Background: an optimization exercise with open tools, aiming at small area, a short achievable clock period and few clock cycles per item. Do not read the settings as production practice.
Where RTL was checked, it was by simulation tests only, not by an equivalence proof against the original.
Power figures rest on the tool's default switching activity, not on a simulated workload.

Setup of old:
==> flow/design.v <==
package otq_pkg;
    localparam int NUM_TIMERS = 16;
    localparam int ID_WIDTH   = 16;
    localparam int DLY_WIDTH  = 16;
    localparam logic [1:0] ACT_ADD    = 2'd0;
    localparam logic [1:0] ACT_CANCEL = 2'd1;
    localparam logic [1:0] ACT_TICK   = 2'd2;
    localparam logic [2:0] KIND_ADDED     = 3'd0;
    localparam logic [2:0] KIND_FULL      = 3'd1;
    localparam logic [2:0] KIND_CANCELLED = 3'd2;
    localparam logic [2:0] KIND_NOTFOUND  = 3'd3;
    localparam logic [2:0] KIND_EXPIRED   = 3'd4;
endpackage
module one_shot_timer_queue_top (
    input  logic          clk,
    input  logic          rst_n,
    input  logic          start,
    output logic          busy,
    input  logic [33:0]   req,
    output logic          result_valid,
    output logic [19:0]   rsp
);
    localparam int N = otq_pkg::NUM_TIMERS;
    logic        add_reg, cancel_reg, tick_reg;
    logic [15:0] rdm2_reg;          
    logic        rz_reg;            
    logic        rdn_reg;           
    logic [15:0] key_reg;
    logic        busy_reg;
    logic        drn_reg;           
    logic [15:0] now_reg;           
    logic [15:0] nid_reg;           
    logic        res_reg;
    logic [19:0] rsp_reg;
    logic [N-1:0] valid_reg;
    logic [N-1:0] dn_reg;           
    logic [N-1:0] r_reg;            
    logic [15:0]  ex2_reg [N];      
    logic [15:0]  id_reg  [N];
    logic [N-1:0] q_reg   [N];      
    assign busy         = busy_reg;
    assign result_valid = res_reg;
    assign rsp          = rsp_reg;
    logic hold, do_add, do_cancel, do_tick, do_exp;
    assign hold      = drn_reg & (add_reg | cancel_reg | tick_reg);
    assign do_add    = add_reg & ~drn_reg;
    assign do_cancel = cancel_reg & ~drn_reg;
    assign do_tick   = tick_reg & ~drn_reg;
    assign do_exp    = do_tick | drn_reg;
    logic [N-1:0] id_eq, id_lt;
    logic [N-1:0] free, fs;
    logic         full;
    assign free = ~valid_reg;
    assign full = ~|free;
    logic [N-1:0] cm, cs;
    logic         found;
    assign cm    = valid_reg & id_eq;
    assign found = |cm;
    always_comb
    begin
        for (int i = 0; i < N; i++)
        begin
            fs[i] = free[i];
            cs[i] = cm[i];
            for (int k = 0; k < i; k++)
            begin
                if (free[k]) fs[i] = 1'b0;
                if (cm[k])   cs[i] = 1'b0;
            end
        end
    end
    logic [N-1:0] due, win;
    logic         any_due, more;
    logic [15:0]  win_id;
    assign due     = dn_reg & valid_reg;
    assign any_due = |due;
    always_comb
    begin
        for (int i = 0; i < N; i++)
        begin
            win[i] = due[i];
            for (int j = 0; j < N; j++)
            begin
                if (j < i && due[j] && q_reg[j][i])  win[i] = 1'b0;
                if (j > i && due[j] && !q_reg[i][j]) win[i] = 1'b0;
            end
        end
    end
    always_comb
    begin
        logic seen;
        seen = 1'b0;
        more = 1'b0;
        for (int i = 0; i < N; i++)
        begin
            if (due[i] && seen) more = 1'b1;
            if (due[i])         seen = 1'b1;
        end
    end
    always_comb
    begin
        win_id = '0;
        for (int i = 0; i < N; i++)
            win_id = win_id | ({16{win[i]}} & id_reg[i]);
    end
    logic [15:0] new_exp;
    logic        new_z, new_dn;
    assign new_exp = now_reg + rdm2_reg;
    assign new_z   = rz_reg;
    assign new_dn  = rdn_reg;
    logic [N-1:0] z;               
    always_comb
        for (int k = 0; k < N; k++)
            z[k] = dn_reg[k] & (ex2_reg[k][0] == now_reg[0]);
    logic [N-1:0] wr;              
    logic [N-1:0] clr;             
    assign wr  = do_add ? fs : '0;
    assign clr = (do_cancel ? cs : '0) | (do_exp ? win : '0);
    logic        nid_inc, nid_max;
    logic [15:0] nid_next;
    assign nid_inc  = do_add & ~full;
    assign nid_max  = (nid_reg == 16'hFFFF);
    assign nid_next = nid_inc ? nid_reg + 16'd1 : nid_reg;
    logic        dn_upd;
    assign dn_upd  = do_exp & ~more;
    logic [N-1:0] nb_hi, nb_lo, above, qa;
    always_comb
    begin
        for (int k = 0; k < N; k++)
        begin
            nb_hi[k] = (new_z & ~z[k]) | ((new_z == z[k]) & (id_lt[k] | id_eq[k]));
            nb_lo[k] = (new_z & ~z[k]) | ((new_z == z[k]) & id_lt[k]);
            above[k] = 1'b0;
            for (int m = 0; m < k; m++)
                if (fs[m]) above[k] = 1'b1;
            qa[k] = fs[k] ? 1'b0 : (above[k] ? ~nb_hi[k] : nb_lo[k]);
        end
    end
    for (genvar i = 0; i < N; i++)
    begin : g_slot
        assign id_eq[i] = (key_reg == id_reg[i]);
        assign id_lt[i] = r_reg[i] & ~id_eq[i];
        always_ff @(posedge clk or negedge rst_n)
        begin
            if (!rst_n)
                valid_reg[i] <= 1'b0;
            else if (wr[i])
                valid_reg[i] <= 1'b1;
            else if (clr[i])
                valid_reg[i] <= 1'b0;
        end
        always_ff @(posedge clk)
        begin
            if (wr[i])
            begin
                ex2_reg[i] <= new_exp;
                id_reg[i]  <= nid_reg;
            end
            if (wr[i])
                dn_reg[i] <= new_dn;
            else if (dn_upd)
                dn_reg[i] <= (ex2_reg[i] == now_reg);
            if (wr[i])
                r_reg[i] <= nid_max;
            else if (nid_inc)
                r_reg[i] <= nid_max | id_lt[i];
        end
        for (genvar j = i + 1; j < N; j++)
        begin : g_pair
            always_ff @(posedge clk)
            begin
                if (wr[i] || wr[j])
                    q_reg[i][j] <= ~(qa[i] | qa[j]);
            end
        end
    end
    logic drn_next;
    assign drn_next = do_exp & more;
    always_ff @(posedge clk or negedge rst_n)
    begin
        if (!rst_n)
        begin
            add_reg    <= 1'b0;
            cancel_reg <= 1'b0;
            tick_reg   <= 1'b0;
            busy_reg   <= 1'b0;
            drn_reg    <= 1'b0;
            now_reg    <= 16'd0;
            nid_reg    <= 16'd0;
            res_reg    <= 1'b0;
        end
        else
        begin
            if (!hold)
            begin
                add_reg    <= start & (req[33:32] == otq_pkg::ACT_ADD);
                cancel_reg <= start & (req[33:32] == otq_pkg::ACT_CANCEL);
                tick_reg   <= start & (req[33:32] == otq_pkg::ACT_TICK);
            end
            busy_reg <= drn_next & (hold | (start & (req[33:32] != 2'd3)));
            drn_reg  <= drn_next;
            if (dn_upd)
                now_reg <= now_reg + 16'd1;
            nid_reg  <= nid_next;
            res_reg  <= do_add | do_cancel | (do_exp & any_due);
        end
    end
    always_ff @(posedge clk)
    begin
        if (!hold)
        begin
            rdm2_reg <= req[31:16] - 16'd2;
            rz_reg   <= (req[31:16] == 16'd0);
            rdn_reg  <= (req[31:17] == 15'd0);
            key_reg  <= (req[33:32] == otq_pkg::ACT_ADD) ? nid_next : req[15:0];
        end
    end
    always_ff @(posedge clk)
    begin
        if (do_exp)
            rsp_reg <= {otq_pkg::KIND_EXPIRED, win_id, ~more};
        else if (add_reg)
            rsp_reg <= full ? {otq_pkg::KIND_FULL, 16'd0, 1'b1}
                            : {otq_pkg::KIND_ADDED, key_reg, 1'b1};
        else
            rsp_reg <= {found ? otq_pkg::KIND_CANCELLED : otq_pkg::KIND_NOTFOUND,
                        key_reg, 1'b1};
    end
endmodule
==> flow/config.mk <==
export PLATFORM = sky130hd
export DESIGN_NAME = one_shot_timer_queue_top
export DESIGN_NICKNAME = one_shot_timer_queue_top
export VERILOG_FILES = /design/flow/design.v
export SDC_FILE = /design/flow/constraint.sdc
export NUM_CORES = 4
export LEC_CHECK = 0
export CAP_MARGIN = 30
export CORE_MARGIN = 2
export CORE_UTILIZATION = 60
export CTS_CLUSTER_DIAMETER = 80
export CTS_CLUSTER_SIZE = 25
export SLEW_MARGIN = 20
==> flow/constraint.sdc <==
create_clock -name core_clock -period 10.0 [get_ports {clk}]
set_input_delay 2.0000 -clock core_clock [delete_from_list [all_inputs] [get_ports {clk}]]
set_output_delay 2.0000 -clock core_clock [all_outputs]
set_load 0.01 [all_outputs]
standard.sh (not shown) runs the stock make flow with config.mk's settings and CLKGATE_MAP_FILE= SYNTH_SCRIPT=/design/flow/synth_recipe.tcl, a recipe that flattens the netlist after the stock synthesis.
==> flow/flow/run.sh <==
#!/bin/bash
# The standard layout, with timing repair aimed 7 ns below the clock period.
set -euo pipefail
bash standard.sh SETUP_SLACK_MARGIN=7 finish > make.log 2>&1
old completed; timing, DRC and antenna clean
Input changes introduced in new (baseline for comparison: old):
diff --git a/flow/design.v b/flow/design.v
--- a/flow/design.v
+++ b/flow/design.v
@@ -34,4 +34,5 @@
     logic [19:0] rsp_reg;
     logic [N-1:0] valid_reg;
+    logic [N-1:0] z_reg;
     logic [N-1:0] dn_reg;           
     logic [N-1:0] r_reg;            
@@ -109,8 +110,4 @@
     assign new_z   = rz_reg;
     assign new_dn  = rdn_reg;
-    logic [N-1:0] z;               
-    always_comb
-        for (int k = 0; k < N; k++)
-            z[k] = dn_reg[k] & (ex2_reg[k][0] == now_reg[0]);
     logic [N-1:0] wr;              
     logic [N-1:0] clr;             
@@ -129,6 +126,6 @@
         for (int k = 0; k < N; k++)
         begin
-            nb_hi[k] = (new_z & ~z[k]) | ((new_z == z[k]) & (id_lt[k] | id_eq[k]));
-            nb_lo[k] = (new_z & ~z[k]) | ((new_z == z[k]) & id_lt[k]);
+            nb_hi[k] = (new_z & ~z_reg[k]) | ((new_z == z_reg[k]) & (id_lt[k] | id_eq[k]));
+            nb_lo[k] = (new_z & ~z_reg[k]) | ((new_z == z_reg[k]) & id_lt[k]);
             above[k] = 1'b0;
             for (int m = 0; m < k; m++)
@@ -156,4 +153,5 @@
                 ex2_reg[i] <= new_exp;
                 id_reg[i]  <= nid_reg;
+                z_reg[i]   <= new_z;
             end
             if (wr[i])
--- outcome ---
Re global-route track usage on met2: new is 1.3 points up on old. Area of combinational cells with multiple inputs: new vs old down about 2.8%. A start point of the critical path of valid_reg[0] is what new shows, while res_reg belongs to old. | routed wirelength normalized by instance count | new vs old | 3.4% lower |. Diff old and new: detailed route wirelength on metal3 lower in new. old -> new: area of all placed cells without fillers flat. Compared new against old; fraction of synthesis flops using an asynchronous set or reset pin within noise. old has a higher detailed-route vias per instance than new. new ends up with a critical path depth that is 9 higher than in old. Cmp new vs old: first-pass GRT wire length lower in new. Going from old to new, the sequential cell fraction of total power was found to have gone up by 1.8 points. new vs old, slowest stage cell on the critical path: or4_1 vs dfrtp_1. Highest ir drop seen on vdd delta (new − old): favourable. Compared with old, count of flip-flops with a built-in enable after synthesis in new increased by a few percent. The internal power on new is in line with that on old. Fmax: new lower than old.
Testbench counts of new, summed over its fixed seeds: cycles 8,095, requests 8,008.
For old, only the layout was checked, not whether the RTL still works.

-- static timing again, ports no longer ideal --
How much do the figures lean on ideal ports? The routed layouts below were timed once more, with nothing changed but the port constraints. Step 1 assumes that a clkbuf_16 drives the clock port and a buf_2 every other input. Step 2, shift: input delay + t, output delay - t, t = (earliest + latest rising clock arrival at the registers) / 2. This alone moves slack from input paths to output paths. Three values: ideal, step 1, step 2; two values: the first two.
run	shift t [ns]	slack for setup (ns)	slew at the worst register clock pin (ns)
old	0.677	6.805 / 6.738 / 6.428	0.11 / 0.11
new	0.686	6.786 / 6.786 / 6.415	0.11 / 0.11
After both steps setup and hold are still met in every run listed. The setup slack of old, which loses most, moves by -0.067 ns with the drivers and by -0.377 ns with both steps.
